From an optimization exercise on the open Yosys and OpenROAD flow, aimed at small area; shortcuts taken in it are not production practice. At most, simulation tests tie the RTL to the original design; equivalence was not proved. Power is estimated from default activity; no workload was simulated.

==> 01-11: inputs <==
## mmu_top
module mmu_top (
  input  logic      clk_i,
  input  logic      rst_ni,
  input  logic      enable_translation_i,
  input  logic      flush_tlb_i,
  input  mmu_pkg::ppn_t      satp_ppn_i,
  input  mmu_pkg::priv_lvl_t priv_lvl_i,
  input  mmu_pkg::priv_lvl_t ld_st_priv_lvl_i,
  input  logic      sum_i,
  input  logic      fetch_req_i,
  input  mmu_pkg::vaddr_t    fetch_vaddr_i,
  output logic      fetch_valid_o,
  output mmu_pkg::paddr_t    fetch_paddr_o,
  output mmu_pkg::exc_t      fetch_exc_o,
  input  logic      lsu_req_i,
  input  logic      lsu_is_store_i,
  input  mmu_pkg::vaddr_t    lsu_vaddr_i,
  output logic      lsu_dtlb_hit_o,
  output mmu_pkg::ppn_t      lsu_dtlb_ppn_o,
  output logic      lsu_valid_o,
  output mmu_pkg::paddr_t    lsu_paddr_o,
  output mmu_pkg::exc_t      lsu_exc_o,
  output logic      mem_req_o,
  output mmu_pkg::paddr_t    mem_addr_o,
  input  logic      mem_rvalid_i,
  input  mmu_pkg::pte_t      mem_rdata_i
);
Settings: LEC_CHECK=0, CAP_MARGIN=20, CORE_MARGIN=2, CORE_UTILIZATION=40, SLEW_MARGIN=20; clock period 8.5 ns.
run.sh (not shown) runs the stock make flow with config.mk's settings and CLKGATE_MAP_FILE= SYNTH_SCRIPT=/design/flow/synth_recipe.tcl, a recipe that flattens the netlist after the stock synthesis.
==> inputs of 05-26, as changes to 01-11 <==
--- a/flow/design.v
+++ b/flow/design.v
@@ -76,77 +76,177 @@
 `timescale 1ns/100ps
 module mmu_tlb #(
   parameter int unsigned PW = 2
 ) (
   input  logic          clk_i,
   input  logic          rst_ni,
   input  logic          flush_i,
+  input  logic          en_i,         
   input  logic [26:0]   lu_vpn_i,
   output logic [3:0]    lu_match_o,
-  output logic [43:0]   lu_ppn_o,
-  output logic          lu_m1_o,      
-  output logic          lu_m0_o,      
+  output logic [43:0]   lu_ppn_o,     
   output logic [PW-1:0] lu_perm_o,
   input  logic          wr_i,
   input  logic [26:0]   wr_vpn_i,
   input  logic [43:0]   wr_ppn_i,
   input  logic          wr_m1_i,
   input  logic          wr_m0_i,
   input  logic [PW-1:0] wr_perm_i
 );
   logic [3:0]    valid_q;
   logic [1:0]    victim_q;
   logic [26:0]   vpn_q  [4];
   logic [43:0]   ppn_q  [4];
   logic [PW-1:0] perm_q [4];
-  logic [3:0]    m1_q;
   logic [3:0]    m0_q;
-  logic [3:0] sel;
+  logic [3:0]    m1_q;
+  logic [3:0] sel, xsel;
+  logic       m1, m0;
   always_comb begin
     for (int i = 0; i < 4; i++) begin
+      m1_q[i] = m0_q[i] && vpn_q[i][0];
       lu_match_o[i] = valid_q[i] && (vpn_q[i][26:18] == lu_vpn_i[26:18])
                       && (m1_q[i] || (vpn_q[i][17:9] == lu_vpn_i[17:9]))
                       && (m0_q[i] || (vpn_q[i][8:0] == lu_vpn_i[8:0]));
     end
     sel[3] = lu_match_o[3];
     sel[2] = lu_match_o[2] && !lu_match_o[3];
     sel[1] = lu_match_o[1] && !lu_match_o[2] && !lu_match_o[3];
     sel[0] = lu_match_o[0] && !lu_match_o[1] && !lu_match_o[2] && !lu_match_o[3];
-    lu_ppn_o  = '0;
-    lu_m1_o   = 1'b0;
-    lu_m0_o   = 1'b0;
+    xsel      = sel & {4{en_i}};
+    m1        = 1'b0;
+    m0        = 1'b0;
     lu_perm_o = '0;
+    lu_ppn_o  = {17'b0, lu_vpn_i[26:18] & {9{!en_i}}, lu_vpn_i[17:0]};
     for (int i = 0; i < 4; i++) begin
-      lu_ppn_o  = lu_ppn_o  | ({44{sel[i]}} & ppn_q[i]);
-      lu_m1_o   = lu_m1_o   | (sel[i] & m1_q[i]);
-      lu_m0_o   = lu_m0_o   | (sel[i] & m0_q[i]);
+      m1        = m1 | (xsel[i] & m1_q[i]);
+      m0        = m0 | (xsel[i] & m0_q[i]);
       lu_perm_o = lu_perm_o | ({PW{sel[i]}} & perm_q[i]);
     end
+    lu_ppn_o[17:9] = lu_ppn_o[17:9] & {9{!en_i || m1}};
+    lu_ppn_o[8:0]  = lu_ppn_o[8:0] & {9{!en_i || m0}};
+    for (int i = 0; i < 4; i++) begin
+      lu_ppn_o = lu_ppn_o | ({44{xsel[i]}} & ppn_q[i]);
+    end
   end
   always_ff @(posedge clk_i or negedge rst_ni) begin
     if (!rst_ni) begin
       valid_q  <= '0;
       victim_q <= '0;
     end else if (flush_i) begin
       valid_q <= '0;
     end else if (wr_i) begin
       valid_q[victim_q] <= 1'b1;
       victim_q          <= victim_q + 1'b1;
     end
   end
   always_ff @(posedge clk_i) begin
     if (wr_i) begin
-      vpn_q[victim_q]  <= wr_vpn_i;
+      vpn_q[victim_q]  <= {wr_vpn_i[26:1], wr_m0_i ? wr_m1_i : wr_vpn_i[0]};
       ppn_q[victim_q]  <= wr_ppn_i;
       perm_q[victim_q] <= wr_perm_i;
-      m1_q[victim_q]   <= wr_m1_i;
       m0_q[victim_q]   <= wr_m0_i;
     end
   end
 endmodule
+module mmu_itlb (
+  input  logic        clk_i,
+  input  logic        rst_ni,
+  input  logic        flush_i,
+  input  logic        en_i,         
+  input  logic [26:0] lu_vpn_i,     
+  output logic        lu_hit_o,
+  output logic [43:0] lu_ppn_o,     
+  output logic [1:0]  lu_perm_o,
+  input  logic        wr_early_i,   
+  input  logic [43:0] wr_early_ppn_i,
+  input  logic [1:0]  wr_early_perm_i,
+  input  logic        wr_commit_i,  
+  input  logic [43:0] wr_late_ppn_i,
+  input  logic [1:0]  wr_late_perm_i,
+  input  logic        wr_m1_i,
+  input  logic        wr_m0_i
+);
+  logic [3:0]  valid_q;
+  logic [1:0]  vpos_q;      
+  logic        early_q;     
+  logic [26:0] vpn_q  [4];
+  logic [43:0] ppn_q  [4];
+  logic [1:0]  perm_q [4];
+  logic [3:0]  m0_q;
+  logic [3:0]  m1_q;
+  logic [3:0]  match;
+  logic        m1, m0;
+  logic        ins_early, ins;
+  logic [26:0] wr_vpn;
+  logic [43:0] wr_ppn;
+  logic [1:0]  wr_perm;
+  always_comb begin
+    for (int i = 0; i < 4; i++) begin
+      m1_q[i]  = m0_q[i] && vpn_q[i][0];
+      match[i] = valid_q[i] && (vpn_q[i][26:18] == lu_vpn_i[26:18])
+                 && (m1_q[i] || (vpn_q[i][17:9] == lu_vpn_i[17:9]))
+                 && (m0_q[i] || (vpn_q[i][8:0] == lu_vpn_i[8:0]));
+    end
+    lu_hit_o  = (match != '0);
+    m1        = 1'b0;
+    m0        = 1'b0;
+    lu_perm_o = '0;
+    for (int i = 0; i < 4; i++) begin
+      m1        = m1 | (match[i] & m1_q[i]);
+      m0        = m0 | (match[i] & m0_q[i]);
+      lu_perm_o = lu_perm_o | ({2{match[i]}} & perm_q[i]);
+    end
+    lu_ppn_o = {17'b0, lu_vpn_i[26:18] & {9{!en_i}},
+                lu_vpn_i[17:9] & {9{!en_i || m1}}, lu_vpn_i[8:0] & {9{!en_i || m0}}};
+    for (int i = 0; i < 4; i++) begin
+      lu_ppn_o = lu_ppn_o | ({44{match[i] && en_i}} & ppn_q[i]);
+    end
+  end
+  assign ins_early = wr_early_i && vpos_q[0];
+  assign ins       = ins_early || (wr_commit_i && !early_q);
+  assign wr_vpn    = {lu_vpn_i[26:1], wr_m0_i ? wr_m1_i : lu_vpn_i[0]};
+  assign wr_ppn    = wr_early_i ? wr_early_ppn_i : wr_late_ppn_i;
+  assign wr_perm   = wr_early_i ? wr_early_perm_i : wr_late_perm_i;
+  always_ff @(posedge clk_i or negedge rst_ni) begin
+    if (!rst_ni) begin
+      valid_q <= '0;
+      vpos_q  <= '0;
+    end else begin
+      for (int i = 0; i < 4; i++) begin
+        if (flush_i) begin
+          valid_q[(i + 1) % 4] <= 1'b0;
+        end else if (vpos_q == 2'(i) && ins_early) begin
+          valid_q[(i + 1) % 4] <= 1'b0;
+        end else if (vpos_q == 2'(i) && wr_commit_i) begin
+          valid_q[(i + 1) % 4] <= 1'b1;
+        end else begin
+          valid_q[(i + 1) % 4] <= valid_q[i];
+        end
+      end
+      vpos_q <= vpos_q + ((wr_commit_i && !flush_i) ? 2'd2 : 2'd1);
+    end
+  end
+  always_ff @(posedge clk_i) begin
+    early_q <= ins_early;
+    for (int i = 0; i < 4; i++) begin
+      if (i % 2 == 1 && ins && vpos_q == 2'(i)) begin
+        vpn_q[(i + 1) % 4]  <= wr_vpn;
+        ppn_q[(i + 1) % 4]  <= wr_ppn;
+        perm_q[(i + 1) % 4] <= wr_perm;
+        m0_q[(i + 1) % 4]   <= wr_m0_i;
+      end else begin
+        vpn_q[(i + 1) % 4]  <= vpn_q[i];
+        ppn_q[(i + 1) % 4]  <= ppn_q[i];
+        perm_q[(i + 1) % 4] <= perm_q[i];
+        m0_q[(i + 1) % 4]   <= m0_q[i];
+      end
+    end
+  end
+endmodule
 `timescale 1ns/100ps
 module mmu_top (
   input  logic      clk_i,
   input  logic      rst_ni,
   input  logic      enable_translation_i,
   input  logic      flush_tlb_i,
   input  mmu_pkg::ppn_t      satp_ppn_i,
@@ -227,42 +327,41 @@
     end
     if (grant && dreq) begin
       dva_q <= lsu_vaddr_i;
     end
   end
   assign idone = (state_q == DONE) && !owner_d_q;
   assign ddone = (state_q == DONE) && owner_d_q;
-  logic [3:0]  imatch, dmatch;
+  logic        ihit_raw;
+  logic [3:0]  dmatch;
   logic [43:0] ippn, dppn;
-  logic        im1, im0, dm1, dm0;
   logic [1:0]  iperm;    
   logic [2:0]  dperm;    
-  mmu_tlb #(.PW(2)) i_itlb (
-    .clk_i, .rst_ni, .flush_i(flush_tlb_i),
-    .lu_vpn_i(fetch_vaddr_i[38:12]), .lu_match_o(imatch), .lu_ppn_o(ippn),
-    .lu_m1_o(im1), .lu_m0_o(im0), .lu_perm_o(iperm),
-    .wr_i(idone && !err_q), .wr_vpn_i(fetch_vaddr_i[38:12]),
-    .wr_ppn_i(ppn_q), .wr_m1_i(level_q == 2'd2), .wr_m0_i(level_q != 2'd0),
-    .wr_perm_i(pbits_q[3:2])
+  logic pte_ok;
+  assign pte_ok = (state_q == WAIT) && mem_rvalid_i && pte_leaf && !pte_fault;
+  mmu_itlb i_itlb (
+    .clk_i, .rst_ni, .flush_i(flush_tlb_i), .en_i(en),
+    .lu_vpn_i(fetch_vaddr_i[38:12]), .lu_hit_o(ihit_raw), .lu_ppn_o(ippn),
+    .lu_perm_o(iperm),
+    .wr_early_i(pte_ok && !owner_d_q),
+    .wr_early_ppn_i(mem_rdata_i.ppn), .wr_early_perm_i({mem_rdata_i.u, mem_rdata_i.x}),
+    .wr_commit_i(idone && !err_q),
+    .wr_late_ppn_i(ppn_q), .wr_late_perm_i(pbits_q[3:2]),
+    .wr_m1_i(level_q == 2'd2), .wr_m0_i(level_q != 2'd0)
   );
   mmu_tlb #(.PW(3)) i_dtlb (
-    .clk_i, .rst_ni, .flush_i(flush_tlb_i),
+    .clk_i, .rst_ni, .flush_i(flush_tlb_i), .en_i(en),
     .lu_vpn_i(lsu_vaddr_i[38:12]), .lu_match_o(dmatch), .lu_ppn_o(dppn),
-    .lu_m1_o(dm1), .lu_m0_o(dm0), .lu_perm_o(dperm),
+    .lu_perm_o(dperm),
     .wr_i(ddone && !err_q), .wr_vpn_i(dva_q[38:12]),
     .wr_ppn_i(ppn_q), .wr_m1_i(level_q == 2'd2), .wr_m0_i(level_q != 2'd0),
     .wr_perm_i({pbits_q[3], pbits_q[1:0]})
   );
-  function automatic logic [43:0] merge_ppn(logic [43:0] ppn, logic [38:0] va,
-                                            logic m1, logic m0);
-    merge_ppn = {ppn[43:18], ppn[17:9] | ({9{m1}} & va[29:21]),
-                 ppn[8:0] | ({9{m0}} & va[20:12])};
-  endfunction
   logic ihit, canonical, ipriv_err, ibad;
-  assign ihit      = fetch_req_i && (imatch != '0);
+  assign ihit      = fetch_req_i && ihit_raw;
   assign canonical = (fetch_vaddr_i[38] == fetch_vaddr_i[37]);
   assign ibad      = fetch_req_i && !canonical;
   assign ipriv_err = ((priv_lvl_i == mmu_pkg::PRIV_LVL_U) && !iperm[1])
                      || ((priv_lvl_i == mmu_pkg::PRIV_LVL_S) && iperm[1]);
   assign ireq      = en && !ibad && !ihit && fetch_req_i;
   always_comb begin
     fetch_valid_o     = fetch_req_i;
@@ -278,27 +377,25 @@
         fetch_exc_o.valid = idone && err_q;
       end
     end
   end
   assign fetch_exc_o.cause = canonical ? mmu_pkg::EXC_INSTR_PAGE_FAULT
                                        : mmu_pkg::EXC_INSTR_ACCESS_FAULT;
   assign fetch_exc_o.tval  = 64'(fetch_vaddr_i);
-  assign fetch_paddr_o     = en ? {merge_ppn(ippn, fetch_vaddr_i, im1, im0), fetch_vaddr_i[11:0]}
-                                : mmu_pkg::paddr_t'(fetch_vaddr_i);
+  assign fetch_paddr_o     = {ippn, fetch_vaddr_i[11:0]};
   logic        dhit, dpriv_err, dperm_err;
   logic        valid_q, exc_q, store_q;
   logic [55:0] res_q;    
   assign dhit      = (dmatch != '0);
   assign dreq      = lsu_req_i && en && !dhit;
   assign dpriv_err = ((ld_st_priv_lvl_i == mmu_pkg::PRIV_LVL_S) && dperm[2] && !sum_i)
                      || ((ld_st_priv_lvl_i == mmu_pkg::PRIV_LVL_U) && !dperm[2]);
   assign dperm_err = dpriv_err || (lsu_is_store_i ? !dperm[1] : !dperm[0]);
   assign lsu_dtlb_hit_o = lsu_req_i && (!en || dhit);
-  assign lsu_dtlb_ppn_o = en ? merge_ppn(dppn, lsu_vaddr_i, dm1, dm0)
-                             : mmu_pkg::ppn_t'(lsu_vaddr_i[38:12]);
+  assign lsu_dtlb_ppn_o = dppn;
   always_ff @(posedge clk_i or negedge rst_ni) begin
     if (!rst_ni) begin
       valid_q <= 1'b0;
     end else begin
       valid_q <= lsu_dtlb_hit_o;
     end
   end
Settings changed: CORE_UTILIZATION 40 to 80, CTS_BUF_LIST from default to sky130_fd_sc_hd__clkbuf_8, CTS_CLUSTER_DIAMETER from default to 45, CTS_CLUSTER_SIZE from default to 16.
==> inputs of 01-19, as changes to 01-11 <==
--- a/flow/design.v
+++ b/flow/design.v
@@ -76,73 +76,78 @@
 `timescale 1ns/100ps
 module mmu_tlb #(
   parameter int unsigned PW = 2
 ) (
   input  logic          clk_i,
   input  logic          rst_ni,
   input  logic          flush_i,
+  input  logic          en_i,         
   input  logic [26:0]   lu_vpn_i,
   output logic [3:0]    lu_match_o,
-  output logic [43:0]   lu_ppn_o,
-  output logic          lu_m1_o,      
-  output logic          lu_m0_o,      
+  output logic [43:0]   lu_ppn_o,     
   output logic [PW-1:0] lu_perm_o,
   input  logic          wr_i,
   input  logic [26:0]   wr_vpn_i,
   input  logic [43:0]   wr_ppn_i,
   input  logic          wr_m1_i,
   input  logic          wr_m0_i,
   input  logic [PW-1:0] wr_perm_i
 );
   logic [3:0]    valid_q;
   logic [1:0]    victim_q;
   logic [26:0]   vpn_q  [4];
   logic [43:0]   ppn_q  [4];
   logic [PW-1:0] perm_q [4];
-  logic [3:0]    m1_q;
   logic [3:0]    m0_q;
-  logic [3:0] sel;
+  logic [3:0]    m1_q;
+  logic [3:0] sel, xsel;
+  logic       m1, m0;
   always_comb begin
     for (int i = 0; i < 4; i++) begin
+      m1_q[i] = m0_q[i] && vpn_q[i][0];
       lu_match_o[i] = valid_q[i] && (vpn_q[i][26:18] == lu_vpn_i[26:18])
                       && (m1_q[i] || (vpn_q[i][17:9] == lu_vpn_i[17:9]))
                       && (m0_q[i] || (vpn_q[i][8:0] == lu_vpn_i[8:0]));
     end
     sel[3] = lu_match_o[3];
     sel[2] = lu_match_o[2] && !lu_match_o[3];
     sel[1] = lu_match_o[1] && !lu_match_o[2] && !lu_match_o[3];
     sel[0] = lu_match_o[0] && !lu_match_o[1] && !lu_match_o[2] && !lu_match_o[3];
-    lu_ppn_o  = '0;
-    lu_m1_o   = 1'b0;
-    lu_m0_o   = 1'b0;
+    xsel      = sel & {4{en_i}};
+    m1        = 1'b0;
+    m0        = 1'b0;
     lu_perm_o = '0;
+    lu_ppn_o  = {17'b0, lu_vpn_i[26:18] & {9{!en_i}}, lu_vpn_i[17:0]};
     for (int i = 0; i < 4; i++) begin
-      lu_ppn_o  = lu_ppn_o  | ({44{sel[i]}} & ppn_q[i]);
-      lu_m1_o   = lu_m1_o   | (sel[i] & m1_q[i]);
-      lu_m0_o   = lu_m0_o   | (sel[i] & m0_q[i]);
+      m1        = m1 | (xsel[i] & m1_q[i]);
+      m0        = m0 | (xsel[i] & m0_q[i]);
       lu_perm_o = lu_perm_o | ({PW{sel[i]}} & perm_q[i]);
     end
+    lu_ppn_o[17:9] = lu_ppn_o[17:9] & {9{!en_i || m1}};
+    lu_ppn_o[8:0]  = lu_ppn_o[8:0] & {9{!en_i || m0}};
+    for (int i = 0; i < 4; i++) begin
+      lu_ppn_o = lu_ppn_o | ({44{xsel[i]}} & ppn_q[i]);
+    end
   end
   always_ff @(posedge clk_i or negedge rst_ni) begin
     if (!rst_ni) begin
       valid_q  <= '0;
       victim_q <= '0;
     end else if (flush_i) begin
       valid_q <= '0;
     end else if (wr_i) begin
       valid_q[victim_q] <= 1'b1;
       victim_q          <= victim_q + 1'b1;
     end
   end
   always_ff @(posedge clk_i) begin
     if (wr_i) begin
-      vpn_q[victim_q]  <= wr_vpn_i;
+      vpn_q[victim_q]  <= {wr_vpn_i[26:1], wr_m0_i ? wr_m1_i : wr_vpn_i[0]};
       ppn_q[victim_q]  <= wr_ppn_i;
       perm_q[victim_q] <= wr_perm_i;
-      m1_q[victim_q]   <= wr_m1_i;
       m0_q[victim_q]   <= wr_m0_i;
     end
   end
 endmodule
 `timescale 1ns/100ps
 module mmu_top (
   input  logic      clk_i,
@@ -229,38 +234,32 @@
       dva_q <= lsu_vaddr_i;
     end
   end
   assign idone = (state_q == DONE) && !owner_d_q;
   assign ddone = (state_q == DONE) && owner_d_q;
   logic [3:0]  imatch, dmatch;
   logic [43:0] ippn, dppn;
-  logic        im1, im0, dm1, dm0;
   logic [1:0]  iperm;    
   logic [2:0]  dperm;    
   mmu_tlb #(.PW(2)) i_itlb (
-    .clk_i, .rst_ni, .flush_i(flush_tlb_i),
+    .clk_i, .rst_ni, .flush_i(flush_tlb_i), .en_i(en),
     .lu_vpn_i(fetch_vaddr_i[38:12]), .lu_match_o(imatch), .lu_ppn_o(ippn),
-    .lu_m1_o(im1), .lu_m0_o(im0), .lu_perm_o(iperm),
+    .lu_perm_o(iperm),
     .wr_i(idone && !err_q), .wr_vpn_i(fetch_vaddr_i[38:12]),
     .wr_ppn_i(ppn_q), .wr_m1_i(level_q == 2'd2), .wr_m0_i(level_q != 2'd0),
     .wr_perm_i(pbits_q[3:2])
   );
   mmu_tlb #(.PW(3)) i_dtlb (
-    .clk_i, .rst_ni, .flush_i(flush_tlb_i),
+    .clk_i, .rst_ni, .flush_i(flush_tlb_i), .en_i(en),
     .lu_vpn_i(lsu_vaddr_i[38:12]), .lu_match_o(dmatch), .lu_ppn_o(dppn),
-    .lu_m1_o(dm1), .lu_m0_o(dm0), .lu_perm_o(dperm),
+    .lu_perm_o(dperm),
     .wr_i(ddone && !err_q), .wr_vpn_i(dva_q[38:12]),
     .wr_ppn_i(ppn_q), .wr_m1_i(level_q == 2'd2), .wr_m0_i(level_q != 2'd0),
     .wr_perm_i({pbits_q[3], pbits_q[1:0]})
   );
-  function automatic logic [43:0] merge_ppn(logic [43:0] ppn, logic [38:0] va,
-                                            logic m1, logic m0);
-    merge_ppn = {ppn[43:18], ppn[17:9] | ({9{m1}} & va[29:21]),
-                 ppn[8:0] | ({9{m0}} & va[20:12])};
-  endfunction
   logic ihit, canonical, ipriv_err, ibad;
   assign ihit      = fetch_req_i && (imatch != '0);
   assign canonical = (fetch_vaddr_i[38] == fetch_vaddr_i[37]);
   assign ibad      = fetch_req_i && !canonical;
   assign ipriv_err = ((priv_lvl_i == mmu_pkg::PRIV_LVL_U) && !iperm[1])
                      || ((priv_lvl_i == mmu_pkg::PRIV_LVL_S) && iperm[1]);
   assign ireq      = en && !ibad && !ihit && fetch_req_i;
@@ -278,27 +277,25 @@
         fetch_exc_o.valid = idone && err_q;
       end
     end
   end
   assign fetch_exc_o.cause = canonical ? mmu_pkg::EXC_INSTR_PAGE_FAULT
                                        : mmu_pkg::EXC_INSTR_ACCESS_FAULT;
   assign fetch_exc_o.tval  = 64'(fetch_vaddr_i);
-  assign fetch_paddr_o     = en ? {merge_ppn(ippn, fetch_vaddr_i, im1, im0), fetch_vaddr_i[11:0]}
-                                : mmu_pkg::paddr_t'(fetch_vaddr_i);
+  assign fetch_paddr_o     = {ippn, fetch_vaddr_i[11:0]};
   logic        dhit, dpriv_err, dperm_err;
   logic        valid_q, exc_q, store_q;
   logic [55:0] res_q;    
   assign dhit      = (dmatch != '0);
   assign dreq      = lsu_req_i && en && !dhit;
   assign dpriv_err = ((ld_st_priv_lvl_i == mmu_pkg::PRIV_LVL_S) && dperm[2] && !sum_i)
                      || ((ld_st_priv_lvl_i == mmu_pkg::PRIV_LVL_U) && !dperm[2]);
   assign dperm_err = dpriv_err || (lsu_is_store_i ? !dperm[1] : !dperm[0]);
   assign lsu_dtlb_hit_o = lsu_req_i && (!en || dhit);
-  assign lsu_dtlb_ppn_o = en ? merge_ppn(dppn, lsu_vaddr_i, dm1, dm0)
-                             : mmu_pkg::ppn_t'(lsu_vaddr_i[38:12]);
+  assign lsu_dtlb_ppn_o = dppn;
   always_ff @(posedge clk_i or negedge rst_ni) begin
     if (!rst_ni) begin
       valid_q <= 1'b0;
     end else begin
       valid_q <= lsu_dtlb_hit_o;
     end
   end
==> flow/flow/run.sh (new file) <==
#!/bin/bash
# Standard layout, with the smallest buffer on the ports, no dummy clock loads
# and larger clock sink clusters.
set -euo pipefail
export BUFFER_PORTS_ARGS="-buffer_cell sky130_fd_sc_hd__buf_1"
export CTS_ARGS="-sink_clustering_enable -repair_clock_nets -dont_use_dummy_load -buf_list sky130_fd_sc_hd__clkbuf_8 -sink_clustering_size 20 -sink_clustering_max_diameter 40"
bash standard.sh > standard_flow.log 2>&1
==> flow/standard.sh (new file) <==
#!/bin/bash
# synth_recipe.tcl (not shown) runs the flow's synth.tcl, then flattens the netlist and writes it again
# the make line also repeats each setting of config.mk as NAME=value (left out here)
make -C /OpenROAD-flow-scripts/flow DESIGN_CONFIG=/design/flow/config.mk WORK_HOME=/design/flow/orfs CLKGATE_MAP_FILE= SYNTH_SCRIPT=/design/flow/synth_recipe.tcl "${@:-finish}"
removed: flow/run.sh
==> inputs of 08-09, as changes to 01-11 <==
Settings changed: CORE_UTILIZATION 40 to 60, CTS_BUF_LIST from default to sky130_fd_sc_hd__clkbuf_4.
==> summary of the runs <==
- The lowest clock skew belongs to 01-11, the highest to 01-19.
- Between 08-09 and 01-11, the lower sequential share of layout area is in 01-11 (gap 0.89 points).
- Between 08-09 and 01-19, the lower synthesized cell count is in 01-19 (gap about 8%, measured against 01-19).
- Clock power: 05-26 < 01-19 < 08-09 < 01-11.
- First-iteration DRC count: 01-19 < 01-11 < 08-09 < 05-26.
- Synthesized area: 01-11 is larger than 01-19 (about 2.7%).
- Worst setup slack, highest first: 01-19, 01-11, 08-09, 05-26.
- Of 05-26 and 01-19, 05-26 has the higher global-route usage (gap 29 points).
==> figures <==
metric                                                                           08-09                01-11               05-26                01-19
Share of the final layout cell area in sequential cells                          56.6%                55.7%               53.7%                62.7%
Fill cell total of the finished layout                                            3400                 6534                 883                 6733
Worst clock skew                                                             0.0484 ns            0.0179 ns           0.0294 ns            0.0947 ns
Avg Vias per Cell                                                                 5.85                 5.36                7.37                 5.23
Status                                                                  finished clean       finished clean      finished clean       finished clean
Number of antenna violations at the first check in global routing                    3                    8                   6                   10
Total area of sequential cells                                              0.0219 mm²           0.0219 mm²          0.0187 mm²           0.0217 mm²
Final core utilization                                                           74.9%                50.6%               95.2%                45.5%
Transition time of the tightest slew-check pin                                 1.11 ns              1.07 ns             1.20 ns              1.06 ns
Post-synthesis instance area                                                0.0315 mm²           0.0315 mm²          0.0297 mm²           0.0307 mm²
Worst voltage drop across the vdd grid                                        0.123 mV             0.155 mV            0.214 mV             0.127 mV
Antenna fix cells                                                                    1                    1                   5                    4
Clk Latency, worst-skew pair                                                   1.03 ns              0.62 ns             0.72 ns              0.73 ns
Worst hold endpoint                                                i_dtlb.perm_q[2][1]    i_itlb.valid_q[2]  i_itlb.ppn_q[1][8]  i_dtlb.perm_q[2][0]
Post-route worst hold slack                                                   0.496 ns             0.509 ns            0.347 ns             0.474 ns
Count of state elements after synthesis                                            768                  768                 761                  760
Worst endpoint data arrival time                                               6.21 ns              6.09 ns             6.58 ns              5.71 ns
Critical R2R Launch                                                 i_dtlb.vpn_q[2][8]  i_dtlb.vpn_q[2][24]          level_q[1]  i_dtlb.vpn_q[0][17]
The RTL of 01-19 was laid out without a check of its function.

re-timing with driven ports:
How much do the figures lean on ideal ports? The routed layouts below were timed once more, with nothing changed but the port constraints. Step 1, drivers: a clkbuf_16 drives clk_i and a buf_2 each remaining input, both assumed. Step 2 moves the port delays by t, midway between the first and last clock arrival at a register: inputs arrive t later, outputs are due t later. That takes back most of the time a late clock gives input paths. Three values: ideal ports, drivers, drivers and shift; two values: the first two.
run | t (ns) | setup slack, ns | worst setup path after step 2 | worst register clock-pin slew, ns
01-11 | 0.682 | 0.713 / 0.661 / 0.661 | input to output | 0.06 / 0.06
05-26 | 0.762 | 0.221 / 0.192 / 0.192 | input to output | 0.12 / 0.12
01-19 | 0.744 | 1.092 / 1.059 / 1.059 | input to output | 0.08 / 0.08
08-09 | 1.061 | 0.589 / 0.565 / 0.565 | input to output | 0.08 / 0.08
After both steps setup and hold are still met in every run listed. The setup slack of 01-11, which loses most, moves by -0.052 ns with the drivers and by -0.052 ns with both steps.
